This design comes from an exercise in tuning for small area, a short achievable clock period and few clock cycles per item on the open sky130 flow, not from production work. The RTL was checked by simulation tests, not by an equivalence proof against the original design. No activity file was given, so power comes from the tool's default toggle rates.

==> flow/design.v <==
package tdpf_pkg;
	localparam int NUM_W    = 64;
	localparam int FACTOR_W = 21;
	localparam int STATUS_W = 2;
	localparam int CFG_W    = 21;
	localparam int TDATA_W  = 88;
	localparam int SLOTS    = 64;
	localparam int IDX_W    = 6;
	localparam int CNT_W    = 7;
	localparam int STEP_W   = 6;
	localparam logic [CFG_W-1:0] LIMIT_RESET = 21'd1048576;
	typedef enum logic [STATUS_W-1:0] {
		STAT_FACTOR = 2'd0,
		STAT_ONE    = 2'd1,
		STAT_ZERO   = 2'd2,
		STAT_COF    = 2'd3
	} status_t;
	typedef enum logic [2:0] {
		S_IDLE,
		S_LAUNCH,
		S_DIV,
		S_FINAL,
		S_COF,
		S_RD,
		S_OUT,
		S_SPECIAL
	} state_t;
	typedef struct packed {
		logic             done;
		logic             rem_zero;
		logic [NUM_W-1:0] quot;
	} div_rsp_t;
endpackage
module tdpf_div #(
	parameter int DW = 21
) (
	input  logic                       clk,
	input  logic                       arst_n,
	input  logic                       start,
	input  logic [tdpf_pkg::NUM_W-1:0] dividend,
	input  logic [DW-1:0]              divisor,
	output tdpf_pkg::div_rsp_t         rsp
);
	logic              busy_q;
	logic              done_q;
	logic [tdpf_pkg::STEP_W-1:0] step_q;
	logic [DW-1:0]     acc_q;
	logic [tdpf_pkg::NUM_W-1:0]  quo_q;
	logic [DW-1:0]     dvs_q;
	logic [DW:0]   trial;
	logic          ge;
	logic [DW-1:0] acc_d;
	always_comb begin
		trial = {acc_q, quo_q[tdpf_pkg::NUM_W-1]};
		ge    = trial >= {1'b0, dvs_q};
		acc_d = ge ? DW'(trial - {1'b0, dvs_q}) : DW'(trial);
	end
	always_ff @(posedge clk or negedge arst_n) begin
		if (!arst_n) begin
			busy_q <= 1'b0;
			done_q <= 1'b0;
			step_q <= '0;
		end else begin
			done_q <= 1'b0;
			if (start) begin
				busy_q <= 1'b1;
				step_q <= '0;
			end else if (busy_q) begin
				step_q <= step_q + 1'b1;
				if (&step_q) begin
					busy_q <= 1'b0;
					done_q <= 1'b1;
				end
			end
		end
	end
	always_ff @(posedge clk) begin
		if (start) begin
			acc_q <= '0;
			quo_q <= dividend;
			dvs_q <= divisor;
		end else if (busy_q) begin
			acc_q <= acc_d;
			quo_q <= {quo_q[tdpf_pkg::NUM_W-2:0], ge};
		end
	end
	assign rsp.done     = done_q;
	assign rsp.rem_zero = (acc_q == '0);
	assign rsp.quot     = quo_q;
endmodule
module tdpf_store #(
	parameter int DEPTH = 64,
	parameter int WIDTH = 21
) (
	input  logic                     clk,
	input  logic                     we,
	input  logic [$clog2(DEPTH)-1:0] waddr,
	input  logic [WIDTH-1:0]         wdata,
	input  logic [$clog2(DEPTH)-1:0] raddr,
	output logic [WIDTH-1:0]         rdata
);
	logic [WIDTH-1:0] mem [DEPTH];
	always_ff @(posedge clk) begin
		if (we) begin
			mem[waddr] <= wdata;
		end
	end
	always_ff @(posedge clk) begin
		rdata <= mem[raddr];
	end
endmodule
module trial_division_prime_factorizer_unit #(
	parameter int MAX_DIVISOR = 1048576
) (
	input  logic                         clk,
	input  logic                         arst_n,
	input  logic                         s_tvalid,
	output logic                         s_tready,
	input  logic [tdpf_pkg::NUM_W-1:0]   s_tdata,   
	output logic                         m_tvalid,
	input  logic                         m_tready,
	output logic [tdpf_pkg::TDATA_W-1:0] m_tdata,   
	output logic [tdpf_pkg::STATUS_W-1:0] m_tuser,  
	output logic                         m_tlast,
	input  logic                         cfg_valid,
	output logic                         cfg_ready,
	input  logic [tdpf_pkg::CFG_W-1:0]   cfg_data   
);
	localparam int LW = $clog2(MAX_DIVISOR + 1);
	tdpf_pkg::state_t               state_q, state_d;
	logic [tdpf_pkg::CFG_W-1:0]     cfg_q;
	logic [LW-1:0]        lim_q;
	logic [LW-1:0]        dvs_q;
	logic [tdpf_pkg::NUM_W-1:0]     rem_q;
	logic [tdpf_pkg::NUM_W-1:0]     cof_q;
	logic [tdpf_pkg::CNT_W-1:0]     cnt_q;
	logic [tdpf_pkg::IDX_W-1:0]     idx_q;
	tdpf_pkg::status_t              status_q;
	tdpf_pkg::div_rsp_t             rsp;
	logic                 div_start;
	logic                 mem_we;
	logic [LW-1:0]        mem_wdata;
	logic [LW-1:0]        rd_data;
	logic                 in_acc, out_acc;
	logic [31:0]          cfg_ext;
	logic [LW-1:0]        lim_next;
	logic                 d_past_root, d_at_lim, rem_gt1, rem_le_lim, left_store;
	logic [tdpf_pkg::CNT_W-1:0]     cnt_fin;
	logic [tdpf_pkg::FACTOR_W-1:0]  factor;
	logic [tdpf_pkg::NUM_W-1:0]     cofactor;
	assign in_acc    = s_tvalid && s_tready;
	assign out_acc   = m_tvalid && m_tready;
	assign cfg_ready = 1'b1;
	always_comb begin
		cfg_ext = 32'(cfg_q);
		if (cfg_ext < 32'd2) begin
			lim_next = LW'(2);
		end else if (cfg_ext > 32'(MAX_DIVISOR)) begin
			lim_next = LW'(MAX_DIVISOR);
		end else begin
			lim_next = LW'(cfg_ext);
		end
	end
	assign d_past_root = tdpf_pkg::NUM_W'(dvs_q) > rsp.quot;
	assign d_at_lim    = dvs_q >= lim_q;
	assign rem_gt1     = rem_q > tdpf_pkg::NUM_W'(1);
	assign rem_le_lim  = rem_q <= tdpf_pkg::NUM_W'(lim_q);
	assign left_store  = rem_gt1 && rem_le_lim;
	assign cnt_fin     = cnt_q + tdpf_pkg::CNT_W'(left_store && !cnt_q[tdpf_pkg::CNT_W-1]);
	tdpf_div #(.DW(LW)) u_div (
		.clk      (clk),
		.arst_n   (arst_n),
		.start    (div_start),
		.dividend (rem_q),
		.divisor  (dvs_q),
		.rsp      (rsp)
	);
	tdpf_store #(.DEPTH(tdpf_pkg::SLOTS), .WIDTH(LW)) u_store (
		.clk   (clk),
		.we    (mem_we),
		.waddr (cnt_q[tdpf_pkg::IDX_W-1:0]),
		.wdata (mem_wdata),
		.raddr (idx_q),
		.rdata (rd_data)
	);
	always_comb begin
		state_d = state_q;
		unique case (state_q)
			tdpf_pkg::S_IDLE: begin
				if (in_acc) begin
					if (s_tdata == tdpf_pkg::NUM_W'(0) || s_tdata == tdpf_pkg::NUM_W'(1)) begin
						state_d = tdpf_pkg::S_SPECIAL;
					end else begin
						state_d = tdpf_pkg::S_LAUNCH;
					end
				end
			end
			tdpf_pkg::S_LAUNCH: state_d = tdpf_pkg::S_DIV;
			tdpf_pkg::S_DIV: begin
				if (rsp.done) begin
					priority if (d_past_root) begin
						state_d = tdpf_pkg::S_FINAL;
					end else if (rsp.rem_zero) begin
						state_d = tdpf_pkg::S_LAUNCH;
					end else if (d_at_lim) begin
						state_d = tdpf_pkg::S_FINAL;
					end else begin
						state_d = tdpf_pkg::S_LAUNCH;
					end
				end
			end
			tdpf_pkg::S_FINAL: state_d = (rem_gt1 && !rem_le_lim) ? tdpf_pkg::S_COF : tdpf_pkg::S_RD;
			tdpf_pkg::S_COF: begin
				if (out_acc) begin
					state_d = (cnt_q == '0) ? tdpf_pkg::S_IDLE : tdpf_pkg::S_RD;
				end
			end
			tdpf_pkg::S_RD: state_d = tdpf_pkg::S_OUT;
			tdpf_pkg::S_OUT: begin
				if (out_acc) begin
					state_d = (idx_q == '0) ? tdpf_pkg::S_IDLE : tdpf_pkg::S_RD;
				end
			end
			tdpf_pkg::S_SPECIAL: begin
				if (out_acc) begin
					state_d = tdpf_pkg::S_IDLE;
				end
			end
			default: state_d = tdpf_pkg::S_IDLE;
		endcase
	end
	always_comb begin
		s_tready  = 1'b0;
		div_start = 1'b0;
		m_tvalid  = 1'b0;
		m_tuser   = tdpf_pkg::STAT_FACTOR;
		m_tlast   = 1'b0;
		factor    = '0;
		cofactor  = '0;
		mem_we    = 1'b0;
		mem_wdata = dvs_q;
		unique case (state_q)
			tdpf_pkg::S_IDLE:   s_tready = 1'b1;
			tdpf_pkg::S_LAUNCH: div_start = 1'b1;
			tdpf_pkg::S_DIV: begin
				mem_we = rsp.done && !d_past_root && rsp.rem_zero && !cnt_q[tdpf_pkg::CNT_W-1];
			end
			tdpf_pkg::S_FINAL: begin
				mem_we    = left_store && !cnt_q[tdpf_pkg::CNT_W-1];
				mem_wdata = LW'(rem_q);
			end
			tdpf_pkg::S_COF: begin
				m_tvalid = 1'b1;
				m_tuser  = tdpf_pkg::STAT_COF;
				m_tlast  = (cnt_q == '0);
				cofactor = cof_q;
			end
			tdpf_pkg::S_RD: ;
			tdpf_pkg::S_OUT: begin
				m_tvalid = 1'b1;
				m_tuser  = tdpf_pkg::STAT_FACTOR;
				m_tlast  = (idx_q == '0);
				factor   = tdpf_pkg::FACTOR_W'(rd_data);
			end
			tdpf_pkg::S_SPECIAL: begin
				m_tvalid = 1'b1;
				m_tuser  = status_q;
				m_tlast  = 1'b1;
			end
			default: ;
		endcase
	end
	assign m_tdata = {(tdpf_pkg::TDATA_W - tdpf_pkg::NUM_W - tdpf_pkg::FACTOR_W)'(0), cofactor, factor};
	always_ff @(posedge clk or negedge arst_n) begin
		if (!arst_n) begin
			state_q <= tdpf_pkg::S_IDLE;
			cfg_q   <= tdpf_pkg::LIMIT_RESET;
			cnt_q   <= '0;
			idx_q   <= '0;
		end else begin
			state_q <= state_d;
			if (cfg_valid && cfg_ready) begin
				cfg_q <= cfg_data;
			end
			unique case (state_q)
				tdpf_pkg::S_IDLE: begin
					if (in_acc) begin
						cnt_q <= '0;
					end
				end
				tdpf_pkg::S_DIV: begin
					if (rsp.done && !d_past_root && rsp.rem_zero && !cnt_q[tdpf_pkg::CNT_W-1]) begin
						cnt_q <= cnt_q + 1'b1;
					end
				end
				tdpf_pkg::S_FINAL: begin
					cnt_q <= cnt_fin;
					idx_q <= tdpf_pkg::IDX_W'(cnt_fin - 1'b1);
				end
				tdpf_pkg::S_COF: begin
					if (out_acc) begin
						idx_q <= tdpf_pkg::IDX_W'(cnt_q - 1'b1);
					end
				end
				tdpf_pkg::S_OUT: begin
					if (out_acc) begin
						idx_q <= idx_q - 1'b1;
					end
				end
				default: ;
			endcase
		end
	end
	always_ff @(posedge clk) begin
		unique case (state_q)
			tdpf_pkg::S_IDLE: begin
				if (in_acc) begin
					rem_q    <= s_tdata;
					dvs_q    <= LW'(2);
					lim_q    <= lim_next;
					status_q <= (s_tdata == tdpf_pkg::NUM_W'(0)) ? tdpf_pkg::STAT_ZERO : tdpf_pkg::STAT_ONE;
				end
			end
			tdpf_pkg::S_DIV: begin
				if (rsp.done && !d_past_root) begin
					if (rsp.rem_zero) begin
						rem_q <= rsp.quot;
					end else if (!d_at_lim) begin
						dvs_q <= dvs_q + 1'b1;
					end
				end
			end
			tdpf_pkg::S_FINAL: cof_q <= rem_q;
			default: ;
		endcase
	end
endmodule
==> flow/run.sh <==
#!/bin/bash
# synth_recipe.tcl (not shown) runs the flow's synth.tcl, then flattens the netlist and writes it again
# the make line also repeats each setting of config.mk as NAME=value (left out here)
make -C /OpenROAD-flow-scripts/flow DESIGN_CONFIG=/design/flow/config.mk WORK_HOME=/design/flow/orfs CLKGATE_MAP_FILE= SYNTH_SCRIPT=/design/flow/synth_recipe.tcl finish
==> flow/config.mk <==
export PLATFORM = sky130hd
export DESIGN_NAME = trial_division_prime_factorizer_unit
export DESIGN_NICKNAME = trial_division_prime_factorizer_unit
export VERILOG_FILES = /design/flow/design.v
export SDC_FILE = /design/flow/constraint.sdc
export NUM_CORES = 4
export LEC_CHECK = 0
export CAP_MARGIN = 20
export CORE_MARGIN = 2
export CORE_UTILIZATION = 40
export SLEW_MARGIN = 20
==> flow/constraint.sdc <==
create_clock -name core_clock -period 6.0 [get_ports {clk}]
set_input_delay 1.2000 -clock core_clock [delete_from_list [all_inputs] [get_ports {clk}]]
set_output_delay 1.2000 -clock core_clock [all_outputs]
set_load 0.01 [all_outputs]
==> metrics.cfg <==
[run_status]
status = finished clean

[synth]
synth-adder-area-share_pct = 1.69
synth_edf_count = 1601
synth_area_per_cell_sq_um = 18.5
syn_inst = 3711
yosys_warnings = 3
synth_seq_cells = 1688
yosys.area_share.simple_pct = 5.97
synth_xor_area_share_pct = 0.434
yosys-top-cells-area = edfxtp_1 70%, mux4_2 14%, nand2_1 2.4%, ha_1 1.7%, dfrtp_1 1.6%
yosysSeqAreaShare_pct = 72.9
yosysTopAreaCellShare_pct = 70.0
synth_cell_types = 68
ys.flop_type = edfxtp_1
synth_top_family_by_area = multiplexers
yosysTopAreaCell = edfxtp_1
async_reset_ff_share_pct = 2.67
netlist_area_sq_um = 68700
synth_mux_area_share_pct = 15.1
synth_compound_area_share_pct = 2.31

[min_path]
whs_path_depth = 0
min_path_type = reg2reg

[worst_setup_path]
path_cells = nand2b_1, nor2_4, buf_4, and2_1, clkdlybuf4s50_1
crit_slowest_cell = nor2_4
path_class = reg2out
cp.buffers_inverters = 2
endpoint_kind = primary output
crit_required_ns = 4.80
worstRegToRegCells = 9
crit_cells = 5
crit_path_start_kind = flop
max_stage_delay_ns = 0.73
path_delay_family = simple AND/OR/NAND/NOR gates
crit_path_max_fanout = 34
arrival_ns = 3.69

[clock_network]
clockBufferDepth = 3
postCtsSetupBuffers = 0
htree_levels = 4
clock_latency_ns = 0.83
clock-sinks = 1688
cts_tree = done
cts_buffers = 170
cts_root_buf = clkbuf_16
post_cts_resized = 0
cts.clk_slew.worst_paths_ns = 0.07
hold_buffers = 0

[timing]
max_freq_ghz = 0.205
hold_violations = 0
grt_setup_unrepaired = no
post-route-period-util_pct = 81.5
clock-skew-final_ns = 0.0483
setup_viol = 0
worst_pin_slew_ns = 1.17
tns_ns = 0
final_max_slew_viol_count = 0
slew_headroom_pct = 22.0
fin_crit_ns = 4.89

[routing]
via_per_inst = 5.65
drt_iter0_markers = 4083
antenna_left = 0
drtPass1Iterations = 6
postRouteWirelength_um = 179000
routed-via-count = 36099
drcViolationCount = 0
routedWlPerCell_um = 28.0

[floorplan]
die_y_um = 418
die_w_um = 418
start_util_pct = 40.1
coreArea_sq_um = 171000
placementRows = 152
die_area_sq_um = 175000
io_pins = 184

[cells_and_area]
synthToLayoutAreaGrowth_pct = 15.6
regArea_sq_um = 50100
fillers = 14317
drive_above_1_share_pct = 22.7
nets = 4184
final_util_pct = 46.4
multiInputGateArea_sq_um = 17800

[power]
p_leak_nw = 26.3
ir_drop_uv = 357
p_per_area_nw_per_um2 = 473

[global_route]
grt_pass1_vias = 35887
grt_max_degree = 136
antenna_found_initial = 20
grt_first_pass_wirelength_um = 258000
globalRouteOverflowTotal = 0
grt_use_total_pct = 20.5

[placed_design]
finalWeightedCongestion = 0.882
port_buffers = 179
post-dp-hpwl_um = 110000

[flow_run]
maxCapViolations = 0

[registers in the layout, indices dropped and copies added, names as in the netlist]
register,flops
state_q,3
u_store.mem,1344
cnt_q,7
u_div.step_q,6
u_div.done_q,1
u_div.dvs_q,21
status_q,2
dvs_q,21
rem_q,64
u_div.acc_q,21
lim_q,21
u_store.rdata,21
u_div.busy_q,1
idx_q,6
u_div.quo_q,64
cfg_q,21
cof_q,64
[worst paths after layout]
check,start,end,slack (ns)
max,state_q[0],m_tdata[57],1.11
max reg2reg,dvs_q[10],u_store.mem[28][9],1.33
max in group asynchronous,arst_n,idx_q[0],5.00
min reg2reg,rem_q[25],cof_q[25],0.48
min in group asynchronous,arst_n,cfg_q[9],0.51
min,rem_q[25],cof_q[25],0.48
[kinds of logic (layout without fill, tap and decap cells)]
group | after synthesis | count (layout)
flip-flops | 1688 | 1688
AND/OR/NAND/NOR | 895 | 895
multiplexers | 482 | 482
buffers and inverters | 266 | 701
AO/OA/AOI/OAI | 252 | 252
adder cells (fa/ha/maj) | 92 | 92
XOR/XNOR | 34 | 34
other | 2 | 11
[synth_stat cells (all sizes together) (6+ instances only)]
cell and number:
dfxtp 42, a22o 7, a22oi 6, nand2b 18
nor2b 30, nor3 24, inv 76, nand3 38
nor4 52, mux2i 16, mux2 25, buf 66
or3 11, a211oi 12, o21a 6, a21o 18
xnor2 12, a21oi 44, dfrtp 44, nand2 431
and2 70, o21ai 101, edfxtp 1601, and3 31
nor2 148, mux4 441, nand4 26, clkbuf 123
ha 91, xor2 22, o211ai 18
[metrics by stage]
step           instance area (sq um)  setup WS (ns)  total power, mW  hold slack (ns)  std cells
3_5_place_dp                   73700           1.37             27.3            0.464       6062
4_1_cts                        79400           1.07             37.9            0.479       6380
6_report                       79400           1.11             37.5            0.479       6388
3_3_place_gp                   73700           1.17             27.2            0.458       6061
2_1_floorplan                  68700           1.45             22.6            0.450       3713
5_1_grt                        79400          0.921             39.0            0.490       6381
[placed cells by master (no fill, tap or decap), types with 7 or more instances in the layout]
master           count
clkinv_1            39
buf_4              123
and2_1              68
clkbuf_8             8
nor4_1              51
diode_2              7
bufinv_16           15
mux2_2              25
nand2_1            409
nand2b_1            18
nor2_1              83
nand2_4              8
xnor2_1             12
and3_1              31
nor2_2              60
a211oi_1            12
a21oi_1             43
edfxtp_1          1601
nand2_2             14
dfxtp_1             42
mux2i_1             16
clkbuf_16          173
a21o_1              18
clkdlybuf4s50_1    178
ha_1                91
nand4_1             26
nor2b_1             29
clkbuf_1            42
mux4_2             441
inv_1               73
o211ai_1            16
clkinv_2            28
nand3_1             38
a22o_1               7
or3_1               11
xor2_1              22
o21ai_0             97
dfrtp_1             38
nor3_1              23
[report_power, final]
part	leakage [nW]	internal (mW)	switching, mW
Sequential	15.5	15.0	0.699
Clock	2.72	6.08	4.53
Combinational	8.12	4.33	6.90
[area by class of cell]
| type | instances | area share (%) |
|---|---|---|
| flip-flops and latches | 1688 | 63.1 |
| multi-input cells | 1759 | 22.5 |
| clock buffers | 223 | 5.79 |
| well taps | 2233 | 3.52 |
| repair buffers | 306 | 3.50 |
| clock inverters | 95 | 1.27 |
| inverters | 77 | 0.369 |
| diodes | 7 | 0.0221 |
[per-layer routing]
metal / part of all wire (%) / up-vias / GRT usage [%] / wire [um]
li1: - / 15399 / - / -
met1: 42 / 19123 / 28.5 / 75900
met2: 48 / 1340 / 33.1 / 86400
met3: 6.5 / 231 / 3.36 / 11700
met4: 2.7 / 6 / 6.14 / 4760
met5: 0.019 / - / 0 / 34
Testbench counts, summed over its fixed seeds: cycles 4,505,370, items 320.

==> what the ideal ports hide <==
How much do the figures lean on ideal ports? The routed layout below was timed once more, with nothing changed but the port constraints. Step 1, drivers: a clkbuf_16 drives clk and a buf_2 each remaining input, both assumed. Step 2, shift: input delay + t, output delay - t, t = (earliest + latest rising clock arrival at the registers) / 2. This alone moves slack from input paths to output paths. Three values: ideal ports, drivers, drivers and shift; two values: the first two.
shift t [ns]: 0.887
setup slack, ns: 1.111 / 1.024 / 1.330
worst setup path at the end: register to register
slew at the worst register clock pin (ns): 0.07 / 0.07
cell pins on the clock port's net: 1
After both steps setup and hold are still met in this run. For this run, drivers alone change the setup slack by -0.087 ns; drivers and shift together by +0.219 ns.
